This is an optimization exercise on Yosys and OpenROAD, whose aim is small area, not a production implementation. Only simulation tests tie the RTL to the original design; equivalence was not proved. Power is estimated from default activity; no workload was simulated.

==> flow/design.v <==
package modbusPkg;
    typedef enum logic [7:0] {
        readHolding   = 8'h03,
        readInput     = 8'h04,
        writeMultiple = 8'h10
    } funcCode;
    typedef enum logic [7:0] {
        illegalFunction = 8'h01,
        illegalAddress  = 8'h02,
        illegalValue    = 8'h03
    } excCode;
    typedef logic [15:0] regWord;
    typedef logic [6:0] bufIndex;  
    localparam logic [15:0] maxReadQty = 16'd125;
    localparam logic [15:0] maxWriteQty = 16'd123;
    localparam logic [15:0] crcInit = 16'hFFFF;
    localparam logic [15:0] crcPoly = 16'hA001;
endpackage
`timescale 1ns/1ps
module modbusSlave (
    input  logic        clk,
    input  logic        rst,
    input  logic [7:0]  rxData,
    input  logic        rxValid,
    input  logic        parityError,
    input  logic        silence,
    output logic        rxAck,
    output logic [7:0]  txData,
    output logic        txReq,
    input  logic        txAck,
    output logic [23:0] wbAdr,
    output logic [15:0] wbDatOut,
    input  logic [15:0] wbDatIn,
    output logic        wbCyc,
    output logic        wbStb,
    output logic        wbWe,
    input  logic        wbAck
);
    localparam logic [4:0] R_STA = 5'd0, R_FUNC = 5'd1, R_AHI = 5'd2, R_ALO = 5'd3,
                           R_QHI = 5'd4, R_QLO = 5'd5, R_BC = 5'd6, R_DHI = 5'd7,
                           R_DLO = 5'd8, R_CLO = 5'd9, R_CHI = 5'd10, R_WAIT = 5'd11,
                           T_WFET = 5'd12, T_WBUS = 5'd13, T_RBUS = 5'd14,
                           T_STA = 5'd16, T_FUNC = 5'd17, T_EXC = 5'd18, T_CNT = 5'd19,
                           T_AHI = 5'd20, T_ALO = 5'd21, T_QHI = 5'd22, T_QLO = 5'd23,
                           T_DHI = 5'd24, T_DLO = 5'd25, T_CLO = 5'd26, T_CHI = 5'd27;
    logic [4:0]  st;
    logic [4:0]  cur;
    logic [6:0]  func;
    logic [7:0]  startLo;
    logic [6:0]  qty;
    logic        hiBad;      
    logic        qtyHiBad;   
    logic [1:0]  exc;        
    logic [7:0]  dataHi;
    logic [6:0]  idx;
    logic [3:0]  phase;
    logic [15:0] crc;
    logic [15:0] crcNext;
    logic [7:0]  crcIn;
    logic [3:0][15:0] pend;
    logic [3:0]  pendV;      
    logic [1:0]  pSel;
    logic [15:0] pOut;
    logic [15:0] pIn;
    logic        pLoad;
    logic        txBusy;
    logic        isWrite;
    logic        isInput;
    logic [6:0]  idxInc;
    logic [6:0]  idxDec;
    logic        lastWord;
    logic        qtyOk;
    logic        rangeOk;
    logic [8:0]  rangeEnd;
    logic        decide;
    logic [1:0]  decideExc;
    logic        accept;
    logic        rxByte;
    assign txBusy   = st[4] || (st[3] && st[2]);
    assign isWrite  = func[4];
    assign isInput  = func[2];
    assign idxInc   = idx + 7'd1;
    assign idxDec   = idx - 7'd1;
    assign lastWord = (idxInc == qty);
    assign cur      = (silence && !txBusy) ? R_STA : st;   
    assign rxByte   = rxValid && !parityError && !txBusy;
    assign qtyOk    = !qtyHiBad && (rxData != 8'd0) && (rxData <= (isWrite ? 8'd123 : 8'd125));
    assign rangeEnd = {1'b0, startLo} + {1'b0, rxData};
    assign rangeOk  = !hiBad && (rangeEnd <= (isInput ? 9'd160 : 9'd200));
    assign crcIn = txBusy ? txData : rxData;
    always_comb begin
        crcNext = crc ^ {8'h00, crcIn};
        for (int i = 0; i < 8; i++) begin
            crcNext = crcNext[0] ? ((crcNext >> 1) ^ 16'hA001) : (crcNext >> 1);
        end
    end
    logic [1:0]  pk;
    logic [4:0]  pHi;        
    logic        wrNow;
    logic [7:0]  ringWe;
    logic [15:0] ringWd;
    logic [7:0][15:0] tail;
    logic [15:0] rdWord;
    assign pk     = phase[1:0];
    assign pHi    = idx[6:2] - {4'd0, (pk >= idx[1:0])};
    assign wrNow  = !txBusy && pendV[pk] && (pHi[1:0] == phase[3:2]);
    assign pSel   = txBusy ? idx[1:0] : pk;
    assign pOut   = pend[pSel];
    assign ringWd = pOut;
    always_comb begin
        for (int r = 0; r < 7; r++) ringWe[r] = wrNow && (pHi[4:2] == 3'(r));
        ringWe[7] = wrNow && (pHi[4:1] == 4'b1110);
    end
    genvar g;
    for (g = 0; g < 8; g++) begin : ring
        localparam int L = (g < 7) ? 16 : 8;
        logic [16*L-1:0] sr;
        always_ff @(posedge clk) begin
            sr <= {sr[16*L-17:0], ringWe[g] ? ringWd : sr[16*L-1 -: 16]};
        end
        assign tail[g] = sr[16*L-1 -: 16];
    end
    assign rdWord = tail[idx[6:4]];
    assign txReq    = st[4];
    assign wbCyc    = (st == T_WBUS) || (st == T_RBUS);
    assign wbStb    = wbCyc;
    assign wbWe     = isWrite;
    assign wbAdr    = {3'b101, isInput, 12'h000, startLo + {1'b0, idx}};
    assign wbDatOut = pOut;
    always_comb begin
        case (st)
            T_STA:   txData = 8'h37;
            T_FUNC:  txData = {(exc != 2'd0), func};
            T_EXC:   txData = {6'd0, exc};
            T_CNT:   txData = {qty, 1'b0};
            T_ALO:   txData = startLo;
            T_QLO:   txData = {1'b0, qty};
            T_DHI:   txData = pOut[15:8];
            T_DLO:   txData = pOut[7:0];
            T_CLO:   txData = crc[7:0];
            T_CHI:   txData = crc[15:8];
            default: txData = 8'h00;
        endcase
    end
    assign pIn   = !txBusy ? {dataHi, rxData} : (isWrite ? rdWord : wbDatIn);
    assign pLoad = (rxByte && cur == R_DLO)
                || (st == T_WFET && !pendV[idx[1:0]] && phase == idx[3:0])
                || (st == T_RBUS && wbAck);
    always_comb begin
        decide = 1'b0;
        decideExc = 2'd0;
        accept = 1'b0;
        if (rxByte) begin
            case (cur)
                R_FUNC: if (!(rxData == 8'h03 || rxData == 8'h04 || rxData == 8'h10)) begin
                    decide = 1'b1; decideExc = 2'd1;
                end
                R_QLO: if (!qtyOk) begin
                    decide = 1'b1; decideExc = 2'd3;
                end else if (!isWrite && !rangeOk) begin
                    decide = 1'b1; decideExc = 2'd2;
                end
                R_BC: if (rxData != {qty, 1'b0}) begin
                    decide = 1'b1; decideExc = 2'd3;
                end else if (hiBad) begin
                    decide = 1'b1; decideExc = 2'd2;
                end
                R_CHI: if (crcNext == 16'h0000) begin
                    decide = 1'b1; accept = 1'b1;
                end
                default: ;
            endcase
        end
    end
    always_ff @(posedge clk) begin
        rxAck <= rxValid;
        phase <= rst ? 4'd0 : phase + 4'd1;
        if (rst || decide || (silence && !txBusy)) begin
            crc <= 16'hFFFF;
        end else if (txBusy) begin
            if (txReq && txAck && !(st == T_CLO || st == T_CHI)) crc <= crcNext;
        end else if (rxValid) begin
            crc <= crcNext;
        end
        if (wrNow) pendV[pk] <= 1'b0;
        if (pLoad) pend[idx[1:0]] <= pIn;
        if (rxByte) begin
            case (cur)
                R_FUNC: func <= rxData[6:0];
                R_AHI:  hiBad <= (rxData != 8'd0);
                R_ALO:  startLo <= rxData;
                R_QHI:  qtyHiBad <= (rxData != 8'd0);
                R_QLO: begin
                    qty <= rxData[6:0];
                    hiBad <= !rangeOk;
                end
                R_DHI:  dataHi <= rxData;
                default: ;
            endcase
        end
        if (rst) begin
            st <= R_STA;
            pendV <= 4'd0;
        end else if (!txBusy) begin
            if (!rxValid) begin
                st <= cur;
            end else if (parityError) begin
                st <= R_WAIT;
            end else if (decide) begin
                exc <= decideExc;
                if (accept && isWrite) begin
                    idx <= idxDec;
                    pendV <= 4'b1111;
                    st <= T_WFET;
                end else begin
                    idx <= 7'd0;
                    st <= T_STA;
                end
            end else begin
                case (cur)
                    R_STA:  st <= (rxData != 8'h37) ? R_WAIT : R_FUNC;
                    R_FUNC: st <= R_AHI;
                    R_AHI:  st <= R_ALO;
                    R_ALO:  st <= R_QHI;
                    R_QHI:  st <= R_QLO;
                    R_QLO:  st <= isWrite ? R_BC : R_CLO;
                    R_BC: begin
                        idx <= 7'd0;
                        pendV <= 4'd0;
                        st <= R_DHI;
                    end
                    R_DHI:  st <= R_DLO;
                    R_DLO: begin
                        pendV[idx[1:0]] <= 1'b1;
                        idx <= idxInc;
                        st <= lastWord ? R_CLO : R_DHI;
                    end
                    R_CLO:  st <= R_CHI;
                    default: st <= R_WAIT;  
                endcase
            end
        end else begin
            case (st)
                T_WFET: if (pendV[idx[1:0]] || phase == idx[3:0]) begin
                    st <= T_WBUS;
                end
                T_WBUS: if (wbAck) begin
                    pendV[idx[1:0]] <= 1'b0;
                    idx <= idxDec;
                    st <= (idx == 7'd0) ? T_STA : T_WFET;
                end
                T_RBUS: if (wbAck) begin
                    st <= T_DHI;
                end
                default: if (txAck) begin
                    case (st)
                        T_STA:  st <= T_FUNC;
                        T_FUNC: st <= (exc != 2'd0) ? T_EXC : (isWrite ? T_AHI : T_CNT);
                        T_EXC:  st <= T_CLO;
                        T_CNT:  st <= T_RBUS;
                        T_AHI:  st <= T_ALO;
                        T_ALO:  st <= T_QHI;
                        T_QHI:  st <= T_QLO;
                        T_QLO:  st <= T_CLO;
                        T_DHI:  st <= T_DLO;
                        T_DLO: begin
                            idx <= idxInc;
                            st <= lastWord ? T_CLO : T_RBUS;
                        end
                        T_CLO:  st <= T_CHI;
                        default: st <= R_WAIT;  
                    endcase
                end
            endcase
        end
    end
endmodule
==> flow/config.mk <==
export PLATFORM = sky130hd
export DESIGN_NAME = modbusSlave
export DESIGN_NICKNAME = modbusSlave
export VERILOG_FILES = /design/flow/design.v
export SDC_FILE = /design/flow/constraint.sdc
export NUM_CORES = 4
export LEC_CHECK = 0
export ABC_AREA = 1
export CAP_MARGIN = 20
export CORE_MARGIN = 2
export CORE_UTILIZATION = 40
export SLEW_MARGIN = 20
==> flow/constraint.sdc <==
create_clock -name core_clock -period 10.0 [get_ports {clk}]
set_input_delay 2.0000 -clock core_clock [delete_from_list [all_inputs] [get_ports {clk}]]
set_output_delay 2.0000 -clock core_clock [all_outputs]
set_load 0.01 [all_outputs]
standard.sh (not shown) runs the stock make flow with config.mk's settings and CLKGATE_MAP_FILE= SYNTH_SCRIPT=/design/flow/synth_recipe.tcl, a recipe that flattens the netlist after the stock synthesis.
==> flow/flow/run.sh <==
#!/bin/bash
# Standard ORFS layout with a leaner clock tree (no dummy loads, small clusters of clkbuf_4)
# and plain buf_1 port buffers. Each step's full log stays under orfs/logs; make's output
# goes to flow_make.log.
set -euo pipefail
export CTS_ARGS="-sink_clustering_enable -repair_clock_nets -dont_use_dummy_load -buf_list sky130_fd_sc_hd__clkbuf_4 -sink_clustering_size 10 -sink_clustering_max_diameter 40"
export BUFFER_PORTS_ARGS="-buffer_cell sky130_fd_sc_hd__buf_1"
bash standard.sh > flow_make.log 2>&1
Next try:
--- a/flow/design.v
+++ b/flow/design.v
@@ -44,9 +44,10 @@
                            T_AHI = 5'd20, T_ALO = 5'd21, T_QHI = 5'd22, T_QLO = 5'd23,
                            T_DHI = 5'd24, T_DLO = 5'd25, T_CLO = 5'd26, T_CHI = 5'd27;
     logic [4:0]  st;
     logic [4:0]  cur;
-    logic [6:0]  func;
+    logic        isWrite;    
+    logic        isInput;    
     logic [7:0]  startLo;
     logic [6:0]  qty;
     logic        hiBad;      
     logic        qtyHiBad;   
@@ -63,30 +64,26 @@
     logic [15:0] pOut;
     logic [15:0] pIn;
     logic        pLoad;
     logic        txBusy;
-    logic        isWrite;
-    logic        isInput;
     logic [6:0]  idxInc;
     logic [6:0]  idxDec;
     logic        lastWord;
     logic        qtyOk;
     logic        rangeOk;
-    logic [8:0]  rangeEnd;
+    logic [8:0]  rangeEnd;   
     logic        decide;
     logic [1:0]  decideExc;
     logic        accept;
     logic        rxByte;
     assign txBusy   = st[4] || (st[3] && st[2]);
-    assign isWrite  = func[4];
-    assign isInput  = func[2];
     assign idxInc   = idx + 7'd1;
     assign idxDec   = idx - 7'd1;
     assign lastWord = (idxInc == qty);
     assign cur      = (silence && !txBusy) ? R_STA : st;   
     assign rxByte   = rxValid && !parityError && !txBusy;
     assign qtyOk    = !qtyHiBad && (rxData != 8'd0) && (rxData <= (isWrite ? 8'd123 : 8'd125));
-    assign rangeEnd = {1'b0, startLo} + {1'b0, rxData};
+    assign rangeEnd = {1'b0, startLo} + {1'b0, txBusy ? {1'b0, idx} : rxData};
     assign rangeOk  = !hiBad && (rangeEnd <= (isInput ? 9'd160 : 9'd200));
     assign crcIn = txBusy ? txData : rxData;
     always_comb begin
         crcNext = crc ^ {8'h00, crcIn};
@@ -124,14 +121,15 @@
     assign txReq    = st[4];
     assign wbCyc    = (st == T_WBUS) || (st == T_RBUS);
     assign wbStb    = wbCyc;
     assign wbWe     = isWrite;
-    assign wbAdr    = {3'b101, isInput, 12'h000, startLo + {1'b0, idx}};
+    assign wbAdr    = {3'b101, isInput, 12'h000, rangeEnd[7:0]};
     assign wbDatOut = pOut;
     always_comb begin
         case (st)
             T_STA:   txData = 8'h37;
-            T_FUNC:  txData = {(exc != 2'd0), func};
+            T_FUNC:  txData = (exc == 2'd1) ? {1'b1, startLo[6:0]}
+                                            : {exc[1], 2'b00, isWrite, 1'b0, isInput, {2{!isWrite && !isInput}}};
             T_EXC:   txData = {6'd0, exc};
             T_CNT:   txData = {qty, 1'b0};
             T_ALO:   txData = startLo;
             T_QLO:   txData = {1'b0, qty};
@@ -185,9 +183,13 @@
         if (wrNow) pendV[pk] <= 1'b0;
         if (pLoad) pend[idx[1:0]] <= pIn;
         if (rxByte) begin
             case (cur)
-                R_FUNC: func <= rxData[6:0];
+                R_FUNC: begin
+                    isWrite <= rxData[4];
+                    isInput <= rxData[2];
+                    startLo <= rxData;
+                end
                 R_AHI:  hiBad <= (rxData != 8'd0);
                 R_ALO:  startLo <= rxData;
                 R_QHI:  qtyHiBad <= (rxData != 8'd0);
                 R_QLO: begin
Effect:
- sequential cell count goes down by 5
- sequential share of layout area hardly moves
- wire length rose by 2.9%
- power goes up by 3.5%
- utilization is about the same
- design area is about the same

-- what the ideal ports hide --
How much do the figures lean on ideal ports? The routed layouts below were timed once more, with nothing changed but the port constraints. Step 1: set_driving_cell puts a clkbuf_16 on clk and a buf_2 on each other input, an assumption about the parent block. Step 2 times the ports against the registers' clock, not the clock port: input delays grow and output delays shrink by t, the midpoint of the rising clock arrivals with the driver on. a / b / c = no drivers / after step 1 / after step 2; a / b = the first two.
run | t (ns) | setup slack, ns | latest minus earliest clock arrival (ns)
the first run | 1.179 | 3.946 / 3.876 / 3.413 | 0.120 / 0.120
the second run | 1.133 | 3.363 / 3.302 / 3.277 | 0.169 / 0.169
After both steps every run listed still meets setup and hold. For the first run, which loses most, drivers alone change the setup slack by -0.070 ns; drivers and shift together by -0.533 ns.
